From an optimization exercise on the open Yosys and OpenROAD flow, aimed at a short achievable clock period and few clock cycles; shortcuts taken in it are not production practice.
Function was checked by simulation only, so behaviour that the tests miss may differ from the original.
No activity file was given, so power comes from the tool's default toggle rates.

// riscv_core
module riscv_core (
    input  logic        clk,
    input  logic        rst_n,
    output logic [31:0] imem_addr,
    input  logic [31:0] imem_rdata,
    output logic [64:0] dmem_req,
    input  logic [31:0] dmem_rdata,
    output logic        halted,
    output logic [31:0] instret
);
export LEC_CHECK = 0
export CAP_MARGIN = 20
export CORE_MARGIN = 2
export CORE_UTILIZATION = 40
export SLEW_MARGIN = 20
create_clock -name core_clock -period 11.0 [get_ports {clk}]
standard.sh (not shown) runs the stock make flow with config.mk's settings and CLKGATE_MAP_FILE= SYNTH_SCRIPT=/design/flow/synth_recipe.tcl, a recipe that flattens the netlist after the stock synthesis.
==> flow/flow/run.sh <==
#!/bin/bash
# The standard layout (standard.sh) with these changes:
#  - synthesis: synth_recipe.tcl unchanged except that ORFS's final ABC
#    mapping call runs flow/abc_delay.script (strash; dch; map; sizing)
#    instead of abc_speed.script, whose area recovery turns the design's
#    prefix adders into chains of maj3 cells;
#  - ADDER_MAP_FILE empty: no full/half adder cell extraction, for the same
#    reason;
#  - SETUP_SLACK_MARGIN 8: timing repair keeps working on paths well inside
#    the 11 ns clock.
# Registers, their names and cell types, the SDC, clock period and I/O
# constraints are the standard flow's. Each tool's log stays in orfs/logs.
set -uo pipefail
here=$PWD
{
  head -1 synth_recipe.tcl
  cat <<'TCL'
proc abc {args} {
  set i [lsearch -exact $args -script]
  if {$i >= 0} { set args [lreplace $args $i [expr {$i + 1}] -script $::env(MY_ABC_SCRIPT)] }
  yosys abc {*}$args
}
TCL
  tail -n +2 synth_recipe.tcl
} > my_synth.tcl
export MY_ABC_SCRIPT=$here/flow/abc_delay.script
sed "s#SYNTH_SCRIPT=[^ ]*#SYNTH_SCRIPT=$here/my_synth.tcl#" standard.sh > my_standard.sh
grep -q "SYNTH_SCRIPT=$here/my_synth.tcl" my_standard.sh || { echo "could not set synthesis script"; exit 1; }
bash my_standard.sh ADDER_MAP_FILE= SETUP_SLACK_MARGIN=8 finish > flow_make.log 2>&1
status=$?
exit $status
==> flow/flow/abc_delay.script <==
strash
dch
map
buffer -c
topo
stime -c
upsize -c
dnsize -c
Testbench counts at the start, summed over its fixed seeds: cycles 47,385.
Next try:
--- a/flow/design.v
+++ b/flow/design.v
@@ -123,14 +123,16 @@
     input  logic [31:0] dmem_rdata,
     output logic        halted,
     output logic [31:0] instret
 );
     logic [31:0] pc_q;
     logic        halted_q;
     logic [31:0] instret_q;
+    logic [31:0] pc_out;
+    logic [31:0] instret_out;
     logic [31:0] rf [1:31];
     logic        lk_v;
     logic [4:0]  lk_rd;
     logic [31:0] lk_val;
     logic        e_valid;
     logic        e_ld, e_st, e_br, e_jalr, e_halt, e_link;
     logic        e_wr;
@@ -268,14 +270,22 @@
         if (!rst_n) begin
             pc_q <= 32'd0;
         end else begin
             pc_q <= pc_d;
         end
     end
     always_ff @(posedge clk) begin
+        if (!rst_n || halted_q) begin
+            pc_out <= 32'd0;
+        end else begin
+            pc_out <= pc_d;
+        end
+        instret_out <= instret_q;
+    end
+    always_ff @(posedge clk) begin
         if (!rst_n) begin
             rp_q <= 1'b0;
         end else begin
             rp_q <= stall && !halted_q;
         end
         rp_pc_q <= pc_q;
     end
@@ -348,13 +358,13 @@
         m_wdata <= bv;
     end
     always_ff @(posedge clk) begin
         if (m_valid) begin
             rf[m_rd] <= wb;
         end
     end
-    assign imem_addr = pc_q;
+    assign imem_addr = pc_out;
     assign dmem_req  = {m_addr, m_wdata, m_st};
     assign halted    = halted_q;
-    assign instret   = instret_q;
+    assign instret   = instret_out;
 endmodule
 `default_nettype wire
=>
- critical path depth fell by 2
- via count rose slightly
- final cell count rose slightly
- die area rose slightly
- sequential cell count rose by 64
- power rose by a few percent
- first-iteration DRC count fell by a little under a tenth
- design area rose by a few percent
Testbench counts after the change, summed over its fixed seeds: cycles 47,385.

--- another note on this design; it stands on its own ---

## riscv_core
module riscv_core (
    input  logic        clk,
    input  logic        rst_n,
    output logic [31:0] imem_addr,
    input  logic [31:0] imem_rdata,
    output logic [64:0] dmem_req,
    input  logic [31:0] dmem_rdata,
    output logic        halted,
    output logic [31:0] instret
);
    logic [31:0] pc_q;
    logic        halted_q;
    logic [31:0] instret_q;
    logic [31:0] rf [1:31];
    logic        lk_v;
    logic [4:0]  lk_rd;
    logic [31:0] lk_val;
    logic        e_valid;
    logic        e_ld, e_st, e_br, e_jalr, e_halt, e_link;
    logic        e_wr;
    logic [4:0]  e_rd;
    logic        e_ne, e_pred, e_jp;
    logic        s_add, s_sub, s_sll, s_slt, s_xor, s_srl, s_sra, s_or, s_and;
    logic [31:0] e_a, e_op2, e_bv;
    logic        e_jal;
    logic [31:0] e_pc, e_pc4, e_off, e_lkv;
    logic        m_valid;
    logic        m_ld;
    logic [4:0]  m_rd;
    logic [31:0] m_res;
    logic [31:0] m_wdata;
  ...
Size in the first run: about 8800 cells after synthesis, about 1400 flip-flops, about 200 I/O pins.
Settings: LEC_CHECK=0, CAP_MARGIN=20, CORE_MARGIN=2, CORE_UTILIZATION=40, SLEW_MARGIN=20; clock period 11.0 ns.
standard.sh (not shown) runs the stock make flow with config.mk's settings and CLKGATE_MAP_FILE= SYNTH_SCRIPT=/design/flow/synth_recipe.tcl, a recipe that flattens the netlist after the stock synthesis.
==> flow/flow/run.sh <==
#!/bin/bash
# The standard layout (standard.sh) with these changes:
#  - synthesis: synth_recipe.tcl unchanged except that ORFS's final ABC
#    mapping call runs flow/abc_delay.script (strash; dch; map; sizing)
#    instead of abc_speed.script, whose area recovery turns the design's
#    prefix adders into chains of maj3 cells;
#  - ADDER_MAP_FILE empty: no full/half adder cell extraction, for the same
#    reason;
#  - SETUP_SLACK_MARGIN 7.6: timing repair keeps working on paths well inside
#    the 11 ns clock.
# Registers, their names and cell types, the SDC, clock period and I/O
# constraints are the standard flow's. Each tool's log stays in orfs/logs.
set -uo pipefail
here=$PWD
{
  head -1 synth_recipe.tcl
  cat <<'TCL'
proc abc {args} {
  set i [lsearch -exact $args -script]
  if {$i >= 0} { set args [lreplace $args $i [expr {$i + 1}] -script $::env(MY_ABC_SCRIPT)] }
  yosys abc {*}$args
}
TCL
  tail -n +2 synth_recipe.tcl
} > my_synth.tcl
export MY_ABC_SCRIPT=$here/flow/abc_delay.script
sed "s#SYNTH_SCRIPT=[^ ]*#SYNTH_SCRIPT=$here/my_synth.tcl#" standard.sh > my_standard.sh
grep -q "SYNTH_SCRIPT=$here/my_synth.tcl" my_standard.sh || { echo "could not set synthesis script"; exit 1; }
bash my_standard.sh ADDER_MAP_FILE= SETUP_SLACK_MARGIN=7.6 finish > flow_make.log 2>&1
status=$?
exit $status
==> flow/flow/abc_delay.script <==
strash
dch
map
buffer -c
topo
stime -c
upsize -c
dnsize -c
Testbench counts at the start, summed over its fixed seeds: cycles 47,385.
Edit:
--- a/flow/flow/run.sh
+++ b/flow/flow/run.sh
@@ -8,3 +8,3 @@
 #    reason;
-#  - SETUP_SLACK_MARGIN 7.6: timing repair keeps working on paths well inside
+#  - SETUP_SLACK_MARGIN 8: timing repair keeps working on paths well inside
 #    the 11 ns clock.
@@ -28,3 +28,3 @@
 grep -q "SYNTH_SCRIPT=$here/my_synth.tcl" my_standard.sh || { echo "could not set synthesis script"; exit 1; }
-bash my_standard.sh ADDER_MAP_FILE= SETUP_SLACK_MARGIN=7.6 finish > flow_make.log 2>&1
+bash my_standard.sh ADDER_MAP_FILE= SETUP_SLACK_MARGIN=8 finish > flow_make.log 2>&1
 status=$?
Outcome: Routed wire length went up by 1.6%; core utilization went up by 2.3 points; clock-buffer cell count went up by 5; global-route usage went up by 0.69 points; register-to-register slack degrades by 60 ps.

## afterwards: timing with drivers on the ports
How much do the figures lean on ideal ports? The routed layouts below were timed once more, with nothing changed but the port constraints.
Step 1 assumes that a clkbuf_16 drives the clock port and a buf_2 every other input.
Step 2 moves the port delays by t, midway between the first and last clock arrival at a register: inputs arrive t later, outputs are due t later. That takes back most of the time a late clock gives input paths.
a / b / c = ideal ports / drivers / drivers and shift; a / b = the first two.
run	shift t [ns]	slack for setup (ns)	clock arrival spread, ns
the first run of note 1	0.925	7.135 / 6.655 / 5.730	0.067 / 0.067
the second run of note 1	0.943	7.169 / 6.967 / 6.025	0.101 / 0.101
the first run of note 2	0.909	7.290 / 7.048 / 6.139	0.113 / 0.113
the second run of note 2	0.919	7.297 / 7.045 / 6.126	0.082 / 0.082
After both steps setup and hold are still met in every run listed. The setup slack of the first run of note 1, which loses most, moves by -0.480 ns with the drivers and by -1.405 ns with both steps.
